This design comes from an exercise in tuning for a short achievable clock period and few clock cycles per item on the open sky130 flow, not from production work. Function was checked by simulation only, so behaviour that the tests miss may differ from the original. Power figures rest on the tool's default switching activity, not on a simulated workload.

==> run.sh <==
#!/bin/bash
# synth_recipe.tcl (not shown) runs the flow's synth.tcl, then flattens the netlist and writes it again
# the make line also repeats each setting of config.mk as NAME=value (left out here)
make -C /OpenROAD-flow-scripts/flow DESIGN_CONFIG=/design/flow/config.mk WORK_HOME=/design/flow/orfs CLKGATE_MAP_FILE= SYNTH_SCRIPT=/design/flow/synth_recipe.tcl finish
==> config.mk <==
export PLATFORM = sky130hd
export DESIGN_NAME = ep_top
export DESIGN_NICKNAME = ep_top
export VERILOG_FILES = /design/flow/design.v
export SDC_FILE = /design/flow/constraint.sdc
export NUM_CORES = 4
export LEC_CHECK = 0
export CAP_MARGIN = 20
export CORE_MARGIN = 2
export CORE_UTILIZATION = 40
export SLEW_MARGIN = 20
==> constraint.sdc <==
create_clock -name core_clock -period 4.0 [get_ports {clk}]
set_input_delay 0.8000 -clock core_clock [delete_from_list [all_inputs] [get_ports {clk}]]
set_output_delay 0.8000 -clock core_clock [all_outputs]
set_load 0.01 [all_outputs]
==> design.v <==
`default_nettype none
package ep_pkg;
    localparam int DATA_W     = 32;     
    localparam int REG_ADDR_W = 5;      
    localparam int NUM_REGS   = 1 << REG_ADDR_W;
    localparam logic [6:0] FMT_TYPE_MRD32 = 7'b00_00000;   
    localparam logic [6:0] FMT_TYPE_MWR32 = 7'b10_00000;   
    localparam logic [6:0] FMT_TYPE_CPLD  = 7'b10_01010;   
    localparam logic [DATA_W-1:0] ID_REG_VALUE = 32'hE9D0_0001;
    typedef logic [DATA_W-1:0]     tlp_dw_t;
    typedef logic [REG_ADDR_W-1:0] reg_addr_t;
    typedef logic [3:0]            byte_en_t;    
    typedef logic [15:0]           req_id_t;     
endpackage
`default_nettype wire
`default_nettype none
import ep_pkg::*;
module ep_rx_engine (
    input  logic    clk,
    input  logic    rst_n,
    input  logic [31:0] trn_rd_i,
    input  logic    trn_rsof_n_i,
    input  logic    trn_reof_n_i,
    input  logic    trn_rsrc_rdy_n_i,
    output logic         trn_rdst_rdy_n_o,
    output logic         req_compl_o,
    output logic [2:0]   req_tc_o,
    output logic [1:0]   req_attr_o,
    output logic [15:0]      req_rid_o,
    output logic [7:0]   req_tag_o,
    output logic [3:0]      req_be_o,
    output logic [4:0]     req_addr_o,
    input  logic    compl_done_i,
    output logic         wr_en_o,
    output logic [4:0]     wr_addr_o,
    output logic [3:0]      wr_be_o,
    output logic [31:0]      wr_data_o,
    input  logic    wr_busy_i
);
    typedef enum logic [2:0] {
        RX_DW0,      
        RX_DW1,      
        RX_DW2,      
        RX_DATA,     
        RX_SKIP      
    } rx_state_e;
    rx_state_e  state;
    logic       is_wr_q;
    logic       req_compl_q;
    logic       wr_en_q;
    logic       beat_ok;
    logic [6:0] fmt_type;
    logic       one_dw;
    logic [2:0] tc_q;
    logic [1:0] attr_q;
    logic [15:0]    rid_q;
    logic [7:0] tag_q;
    logic [3:0]    be_q;
    logic [4:0]   addr_q;
    logic [31:0]    wr_data_q;
    assign beat_ok  = !trn_rsrc_rdy_n_i && !trn_rdst_rdy_n_o;
    assign fmt_type = trn_rd_i[30:24];
    assign one_dw   = (trn_rd_i[9:0] == 10'd1);
    assign trn_rdst_rdy_n_o = req_compl_q || wr_busy_i;
    always_ff @(posedge clk) begin
        if (!rst_n) begin
            state       <= RX_DW0;
            is_wr_q     <= 1'b0;
            req_compl_q <= 1'b0;
            wr_en_q     <= 1'b0;
        end else begin
            wr_en_q <= 1'b0;
            if (compl_done_i)
                req_compl_q <= 1'b0;
            if (beat_ok) begin
                case (state)
                    RX_DW0: begin
                        if (!trn_rsof_n_i && trn_reof_n_i) begin
                            if (one_dw && fmt_type == FMT_TYPE_MRD32) begin
                                is_wr_q <= 1'b0;
                                state   <= RX_DW1;
                            end else if (one_dw && fmt_type == FMT_TYPE_MWR32) begin
                                is_wr_q <= 1'b1;
                                state   <= RX_DW1;
                            end else begin
                                state <= RX_SKIP;
                            end
                        end
                    end
                    RX_DW1: state <= trn_reof_n_i ? RX_DW2 : RX_DW0;
                    RX_DW2: begin
                        if (!trn_reof_n_i) begin
                            state <= RX_DW0;
                            if (!is_wr_q)
                                req_compl_q <= 1'b1;     
                        end else begin
                            state <= is_wr_q ? RX_DATA : RX_SKIP;
                        end
                    end
                    RX_DATA: begin
                        wr_en_q <= 1'b1;
                        state   <= trn_reof_n_i ? RX_SKIP : RX_DW0;
                    end
                    RX_SKIP: if (!trn_reof_n_i) state <= RX_DW0;
                    default: state <= RX_DW0;
                endcase
            end
        end
    end
    always_ff @(posedge clk) begin
        if (beat_ok) begin
            case (state)
                RX_DW0: begin
                    tc_q   <= trn_rd_i[22:20];
                    attr_q <= trn_rd_i[13:12];
                end
                RX_DW1: begin
                    rid_q <= trn_rd_i[31:16];
                    tag_q <= trn_rd_i[15:8];
                    be_q  <= trn_rd_i[3:0];      
                end
                RX_DW2:  addr_q    <= trn_rd_i[REG_ADDR_W+1:2];
                RX_DATA: wr_data_q <= {trn_rd_i[7:0], trn_rd_i[15:8],
                                       trn_rd_i[23:16], trn_rd_i[31:24]};
                default: ;
            endcase
        end
    end
    assign req_compl_o = req_compl_q;
    assign req_tc_o    = tc_q;
    assign req_attr_o  = attr_q;
    assign req_rid_o   = rid_q;
    assign req_tag_o   = tag_q;
    assign req_be_o    = be_q;
    assign req_addr_o  = addr_q;
    assign wr_en_o   = wr_en_q;
    assign wr_addr_o = addr_q;
    assign wr_be_o   = be_q;
    assign wr_data_o = wr_data_q;
endmodule
`default_nettype wire
`default_nettype none
import ep_pkg::*;
module ep_mem_access (
    input  logic      clk,
    input  logic      rst_n,
    input  logic      wr_en_i,
    input  logic [4:0]  wr_addr_i,
    input  logic [3:0]   wr_be_i,
    input  logic [31:0]   wr_data_i,    
    output logic           wr_busy_o,
    input  logic [4:0]  rd_addr_i,
    input  logic [3:0]   rd_be_i,
    output logic [31:0]        rd_data_o
);
    logic [31:0] regs [NUM_REGS];
    logic    wr_busy_q;
    logic [31:0] rd_word;
    logic [31:0] be_mask;
    always_ff @(posedge clk) begin
        if (!rst_n) begin
            for (int i = 0; i < NUM_REGS; i++)
                regs[i] <= '0;
            wr_busy_q <= 1'b0;
        end else begin
            wr_busy_q <= wr_en_i;
            if (wr_en_i && wr_addr_i != '0) begin
                for (int b = 0; b < 4; b++) begin
                    if (wr_be_i[b])
                        regs[wr_addr_i][8*b +: 8] <= wr_data_i[8*b +: 8];
                end
            end
        end
    end
    assign wr_busy_o = wr_busy_q;
    assign rd_word = (rd_addr_i == '0) ? ID_REG_VALUE : regs[rd_addr_i];
    assign be_mask = {{8{rd_be_i[3]}}, {8{rd_be_i[2]}},
                      {8{rd_be_i[1]}}, {8{rd_be_i[0]}}};
    always_ff @(posedge clk) begin
        rd_data_o <= rd_word & be_mask;      
    end
endmodule
`default_nettype wire
`default_nettype none
import ep_pkg::*;
module ep_tx_engine (
    input  logic      clk,
    input  logic      rst_n,
    output logic [31:0]        trn_td_o,
    output logic           trn_tsof_n_o,
    output logic           trn_teof_n_o,
    output logic           trn_tsrc_rdy_n_o,
    input  logic      trn_tdst_rdy_n_i,
    input  logic [15:0]   cfg_completer_id_i,
    input  logic       req_compl_i,
    input  logic [2:0] req_tc_i,
    input  logic [1:0] req_attr_i,
    input  logic [15:0]    req_rid_i,
    input  logic [7:0] req_tag_i,
    input  logic [3:0]    req_be_i,
    input  logic [4:0]   req_addr_i,
    output logic            compl_done_o,    
    output logic [4:0]       rd_addr_o,
    output logic [3:0]        rd_be_o,
    input  logic [31:0]   rd_data_i
);
    typedef enum logic [1:0] {TX_IDLE, TX_READ, TX_SEND} tx_state_e;
    tx_state_e   state;
    logic [1:0]  beat_q;
    logic [1:0]  nxt_idx;
    logic        beat_ok;
    logic [31:0]     data_q;
    logic [31:0]     nxt_beat;
    logic [1:0]  lo_idx;
    logic [1:0]  hi_idx;
    logic [11:0] byte_cnt;
    logic [6:0]  lower_addr;
    assign rd_addr_o = req_addr_i;
    assign rd_be_o   = req_be_i;
    assign beat_ok = !trn_tsrc_rdy_n_o && !trn_tdst_rdy_n_i;
    assign nxt_idx = (state == TX_READ) ? 2'd0 : beat_q + 2'd1;
    assign compl_done_o = beat_ok && !trn_teof_n_o;
    always_comb begin
        casez (req_be_i)
            4'b???1: lo_idx = 2'd0;
            4'b??10: lo_idx = 2'd1;
            4'b?100: lo_idx = 2'd2;
            4'b1000: lo_idx = 2'd3;
            default: lo_idx = 2'd0;
        endcase
        casez (req_be_i)
            4'b1???: hi_idx = 2'd3;
            4'b01??: hi_idx = 2'd2;
            4'b001?: hi_idx = 2'd1;
            default: hi_idx = 2'd0;
        endcase
    end
    assign byte_cnt   = (req_be_i == 4'b0000) ? 12'd1 :
                        {10'd0, hi_idx} - {10'd0, lo_idx} + 12'd1;
    assign lower_addr = {req_addr_i, 2'b00} + {5'd0, lo_idx};
    always_comb begin
        case (nxt_idx)
            2'd0: nxt_beat = {1'b0, FMT_TYPE_CPLD, 1'b0, req_tc_i, 4'b0000,
                              1'b0, 1'b0, req_attr_i, 2'b00, 10'd1};
            2'd1: nxt_beat = {cfg_completer_id_i, 3'b000, 1'b0, byte_cnt};  
            2'd2: nxt_beat = {req_rid_i, req_tag_i, 1'b0, lower_addr};
            default: nxt_beat = {data_q[7:0], data_q[15:8], data_q[23:16], data_q[31:24]};
        endcase
    end
    always_ff @(posedge clk) begin
        if (!rst_n) begin
            state            <= TX_IDLE;
            beat_q           <= 2'd0;
            trn_tsrc_rdy_n_o <= 1'b1;
            trn_tsof_n_o     <= 1'b1;
            trn_teof_n_o     <= 1'b1;
        end else begin
            case (state)
                TX_IDLE: if (req_compl_i) state <= TX_READ;
                TX_READ: begin
                    state            <= TX_SEND;
                    beat_q           <= nxt_idx;
                    trn_tsrc_rdy_n_o <= 1'b0;
                    trn_tsof_n_o     <= 1'b0;
                    trn_teof_n_o     <= 1'b1;
                end
                TX_SEND: begin
                    if (beat_ok) begin
                        trn_tsof_n_o <= 1'b1;
                        if (!trn_teof_n_o) begin
                            state            <= TX_IDLE;
                            trn_tsrc_rdy_n_o <= 1'b1;
                            trn_teof_n_o     <= 1'b1;
                        end else begin
                            beat_q       <= nxt_idx;
                            trn_teof_n_o <= (nxt_idx != 2'd3);
                        end
                    end
                end
                default: state <= TX_IDLE;
            endcase
        end
    end
    always_ff @(posedge clk) begin
        if (state == TX_READ)
            data_q <= rd_data_i;
        if (state == TX_READ || (state == TX_SEND && beat_ok && trn_teof_n_o))
            trn_td_o <= nxt_beat;
    end
endmodule
`default_nettype wire
`default_nettype none
import ep_pkg::*;
module ep_top (
    input  logic    clk,
    input  logic    rst_n,
    input  logic [31:0] trn_rd_i,
    input  logic    trn_rsof_n_i,
    input  logic    trn_reof_n_i,
    input  logic    trn_rsrc_rdy_n_i,
    output logic         trn_rdst_rdy_n_o,
    output logic [31:0]      trn_td_o,
    output logic         trn_tsof_n_o,
    output logic         trn_teof_n_o,
    output logic         trn_tsrc_rdy_n_o,
    input  logic    trn_tdst_rdy_n_i,
    input  logic [15:0] cfg_completer_id_i
);
    logic [4:0]  rd_addr;
    logic [3:0]   rd_be;
    logic [31:0]   rd_data;
    logic       req_compl;
    logic       compl_done;
    logic [2:0] req_tc;
    logic [1:0] req_attr;
    logic [15:0]    req_rid;
    logic [7:0] req_tag;
    logic [3:0]    req_be;
    logic [4:0]   req_addr;
    logic       wr_en;
    logic [4:0]   wr_addr;
    logic [3:0]    wr_be;
    logic [31:0]    wr_data;
    logic       wr_busy;
    ep_rx_engine i_rx (
        .clk              (clk),
        .rst_n            (rst_n),
        .trn_rd_i         (trn_rd_i),
        .trn_rsof_n_i     (trn_rsof_n_i),
        .trn_reof_n_i     (trn_reof_n_i),
        .trn_rsrc_rdy_n_i (trn_rsrc_rdy_n_i),
        .trn_rdst_rdy_n_o (trn_rdst_rdy_n_o),
        .req_compl_o      (req_compl),
        .req_tc_o         (req_tc),
        .req_attr_o       (req_attr),
        .req_rid_o        (req_rid),
        .req_tag_o        (req_tag),
        .req_be_o         (req_be),
        .req_addr_o       (req_addr),
        .compl_done_i     (compl_done),
        .wr_en_o          (wr_en),
        .wr_addr_o        (wr_addr),
        .wr_be_o          (wr_be),
        .wr_data_o        (wr_data),
        .wr_busy_i        (wr_busy)
    );
    ep_mem_access i_mem (
        .clk       (clk),
        .rst_n     (rst_n),
        .wr_en_i   (wr_en),
        .wr_addr_i (wr_addr),
        .wr_be_i   (wr_be),
        .wr_data_i (wr_data),
        .wr_busy_o (wr_busy),
        .rd_addr_i (rd_addr),
        .rd_be_i   (rd_be),
        .rd_data_o (rd_data)
    );
    ep_tx_engine i_tx (
        .clk                (clk),
        .rst_n              (rst_n),
        .trn_td_o           (trn_td_o),
        .trn_tsof_n_o       (trn_tsof_n_o),
        .trn_teof_n_o       (trn_teof_n_o),
        .trn_tsrc_rdy_n_o   (trn_tsrc_rdy_n_o),
        .trn_tdst_rdy_n_i   (trn_tdst_rdy_n_i),
        .cfg_completer_id_i (cfg_completer_id_i),
        .req_compl_i        (req_compl),
        .req_tc_i           (req_tc),
        .req_attr_i         (req_attr),
        .req_rid_i          (req_rid),
        .req_tag_i          (req_tag),
        .req_be_i           (req_be),
        .req_addr_i         (req_addr),
        .compl_done_o       (compl_done),
        .rd_addr_o          (rd_addr),
        .rd_be_o            (rd_be),
        .rd_data_i          (rd_data)
    );
endmodule
`default_nettype wire
==> flow_summary.yaml <==
drt:
  vias_per_cell: 5.74
  ant_nets: 0
  post-route-drc-count: 0
  drt_pre_antenna_iters: 7
  drtIter0Drc: 3863
  vias: 32200
  post_drt_wl_per_cell_um: 27.4
  route.final.wire_length_mm: 154
floorplanning:
  rows: 134
  die_h_um: 371
  chipWidth_um: 371
  ios: 90
  fp.coreArea_um2: 134000
  initial_core_util_pct: 40.4
  die_area_um2: 138000
setup_path:
  required_ns: 4.49
  r2r-start: "i_rx.addr_q[1]"
  arrival_ns: 4.13
  slowest_delay_ns: 0.75
  crit_slowest_cell: "nand2_1"
  worstSetupPathType: "reg2reg"
  crit_path_start_kind: "flop"
  end_kind: "flop"
  cpMostUsedCell: "nand2_1"
  crit_path_cell_trace: "nor3_2 > nand2_1 > nand2_1 > buf_4 > nor2_1 > and2_1"
  regToRegEndpoint: "i_mem.regs[9][8]"
  crit_fanout: 14
  r2r_cells: 6
  r2r_slack_ns: 0.36
finish:
  drive_gt1_share_pct: 17.3
  layoutNonFillerInstCount: 5609
  nets: 3798
  syn_to_final_growth_pct: 13.8
clock_tree:
  numCtsBuffers: 120
  cts_resized: 0
  postCtsHoldBufs: 0
  insertion_delay_ns: 0.75
  clk_path_buf_depth: 3
  clockRootBuffer: "clkbuf_16"
  cts.htree.levels: 3
  clkTransAtPathRegs_ns: 0.06
  cts_tree: "done"
  postCtsSetupBuffers: 0
  cts_num_sinks: 1209
grt:
  grt_pass1_vias: 31700
  antenna_found_initial: 8
  overflow: 0
  grt_pass1_wl_mm: 224
  grt_max_degree: 180
  grt_use_total_pct: 22.3
timing:
  rsz0062_at_grt: "false"
  hold_violations: 0
  worstMarginPinSlew_ns: 1.22
  clock.fmax_ghz: 0.275
  finalCriticalPeriod_ns: 3.64
  holdWs_ns: 0.352
  finalClockSkew_ns: 0.0331
  fin_crit_sh_pct: 91.0
  setup_violations: 0
  maxSlewViolCount: 0
  slew_headroom_pct: 18.4
  tns_ns: 0
run:
  cap_violations: 0
worst_hold_path:
  holdCritStartpoint: "rst_n"
  min_to: "i_tx.trn_teof_n_o"
  min_path_type: "in2reg"
  min_delay_path_depth: 2
logic_synthesis:
  synth_cells: 3671
  yosysUniqueCellTypes: 64
  synth_edf_count: 1158
  synth_warnings: 3
  synthFlopType: "edfxtp_1"
  syn_area_um2: 54000
  avgSynthCellArea_um2: 14.7
  async_flop_share_pct: 0
  ys_ff_latch: 1209
  ys_seq_area_share_pct: 66.3
placement:
  port_buffers: 89
  post-dp-hpwl_mm: 101
  place.gp.congestion: 0.880
  placed_cells: 5370
outcome:
  outcome: "no timing/DRC/antenna violations"
power_and_ir_drop:
  ir_worst_vdd_mv: 0.328
  p_leak_nw: 24.3
  p_per_area_nw_per_um2: 427
how the worst max path moves through the flow:
stage	startpoint	end	slack, ns	depth (start not counted)
after floorplan	trn_rsrc_rdy_n_i	i_rx.be_q[0]	1.10	3
after global placement	rst_n	i_mem.regs[20][3]	-0.03	5
after detailed placement	i_rx.addr_q[1]	i_mem.regs[9][8]	0.43	6
after CTS	i_rx.addr_q[1]	i_mem.regs[9][9]	0.42	6
after global routing	i_rx.addr_q[1]	i_mem.regs[9][8]	0.36	6
final	i_rx.addr_q[1]	i_mem.regs[9][8]	0.36	6
state kept, by name, indices dropped and copies added (netlist names), named ones only:
name	cells
i_mem.rd_data_o	32
i_mem.regs	1024
i_mem.wr_busy_q	1
i_rx.addr_q	5
i_rx.attr_q	2
i_rx.be_q	4
i_rx.is_wr_q	1
i_rx.req_compl_q	1
i_rx.rid_q	16
i_rx.state	3
i_rx.tag_q	8
i_rx.tc_q	3
i_rx.wr_data_q	32
i_rx.wr_en_q	1
i_tx.beat_q	2
i_tx.data_q	32
i_tx.state	2
i_tx.trn_td_o	32
i_tx.trn_teof_n_o	1
i_tx.trn_tsof_n_o	1
i_tx.trn_tsrc_rdy_n_o	1
cells in the mapped netlist, drive strengths merged, types with 5 or more instances:
cell type,instances,area (um2)
nand2b,8,50.1
a311oi,5,43.8
nand3b,7,52.6
inv,23,86.3
mux4,229,5160
buf,90,616
nor3,5,30.0
dfxtp,51,1020
a21oi,45,225
mux2i,133,1330
nor2,155,582
and2,360,2250
clkbuf,283,1070
o22ai,22,138
and3,641,4010
a221oi,5,43.8
nand3,22,110
a22o,8,70.1
nor4,5,37.5
nand2,213,800
or2,6,37.5
a2111oi,19,180
mux2,14,158
a22oi,31,233
ha,7,87.6
nand4,6,37.5
o21ai,69,345
nor2b,7,43.8
a221o,12,120
edfxtp,1158,34800
per-stage QoR:
step	util, %	instance area [um2]	total power, mW	setup slack, ns
2_1_floorplan	-	54100	14.9	1.10
3_5_place_dp	42.9	57400	15.2	0.429
3_3_place_gp	42.7	57200	15.2	-0.0342
5_1_grt	45.9	61500	26.9	0.360
4_1_cts	45.8	61300	26.4	0.420
6_report	46.0	61500	26.2	0.359
cell families (layout without fill, tap and decap cells):
family / after synthesis / count (layout) / synth area share [%]
and+or+nand+nor: 1443 / 1443 / 15.0
DFF: 1209 / 1209 / 66.3
buffers and inverters: 396 / 532 / 3.27
muxes: 376 / 376 / 12.3
AOI/OAI and AO/OA: 238 / 238 / 2.94
adders and majority gates: 8 / 8 / 0.199
other: 1 / 35 / 0.00694
area by class of cell:
class	instances	area, um2
sequential	1209	35800
clock inverter	73	658
tap	1768	2210
fill	11600	72300
antenna	3	7.51
multi-input combinational	2097	16700
timing repair buffer	285	2790
clock buffer	151	3220
inverter	23	86.3
layer usage:
layer,vias to the layer above,track usage (%),part of all wire (%)
li1,14000,-,-
met1,16600,30.9,42
met2,1295,35.5,48
met3,257,4.06,7.5
met4,6,7.06,3.3
met5,-,0,0.031
placed cells by master (no fill, tap or decap), drive strengths merged, types with 8 or more instances in the layout:
| cell | instances |
|---|---|
| mux2i | 133 |
| o22ai | 22 |
| mux4 | 229 |
| a2111oi | 19 |
| a22o | 8 |
| nand2 | 213 |
| buf | 196 |
| and2 | 360 |
| dfxtp | 51 |
| conb | 32 |
| clkdlybuf4s50 | 88 |
| mux2 | 14 |
| a21oi | 45 |
| clkinv | 53 |
| a221o | 12 |
| edfxtp | 1158 |
| nor2 | 155 |
| nand2b | 8 |
| o21ai | 69 |
| and3 | 641 |
| nand3 | 22 |
| inv | 25 |
| bufinv | 11 |
| a22oi | 31 |
| clkbuf | 152 |
worst max-delay path, delay by kind of cell, from the launching register on:
family | cells | cell delay, ns
buffers and inverters | 1 | 0.33
flip-flops | 1 | 0.59
AND/OR/NAND/NOR | 5 | 2.45
power breakdown:
group	switching (mW)	leakage [nW]	internal, mW	total [mW]
Sequential	0.113	12.2	14.2	14.3
Clock	4.90	1.90	6.38	11.3
Combinational	0.407	10.2	0.240	0.647
Total	5.42	24.3	20.8	26.2
Testbench counts, summed over its fixed seeds: cycles 33,419, tlps 4,800.

==> what the ideal ports hide <==
How much do the figures lean on ideal ports? The routed layout below was timed once more, with nothing changed but the port constraints. Step 1, drivers: a clkbuf_16 drives clk and a buf_2 each remaining input, both assumed. Step 2, shift: input delay + t, output delay - t, t = (earliest + latest rising clock arrival at the registers) / 2. This alone moves slack from input paths to output paths. Three values: no drivers, after step 1, after step 2; two values: the first two.
t, ns: 0.807
slack for setup (ns): 0.359 / 0.359 / 0.359
slew at the worst register clock pin (ns): 0.07 / 0.07
cell pins on the clock port's net: 1
After both steps setup and hold are still met in this run. The setup slack of this run moves by 0.000 ns with the drivers and by 0.000 ns with both steps.
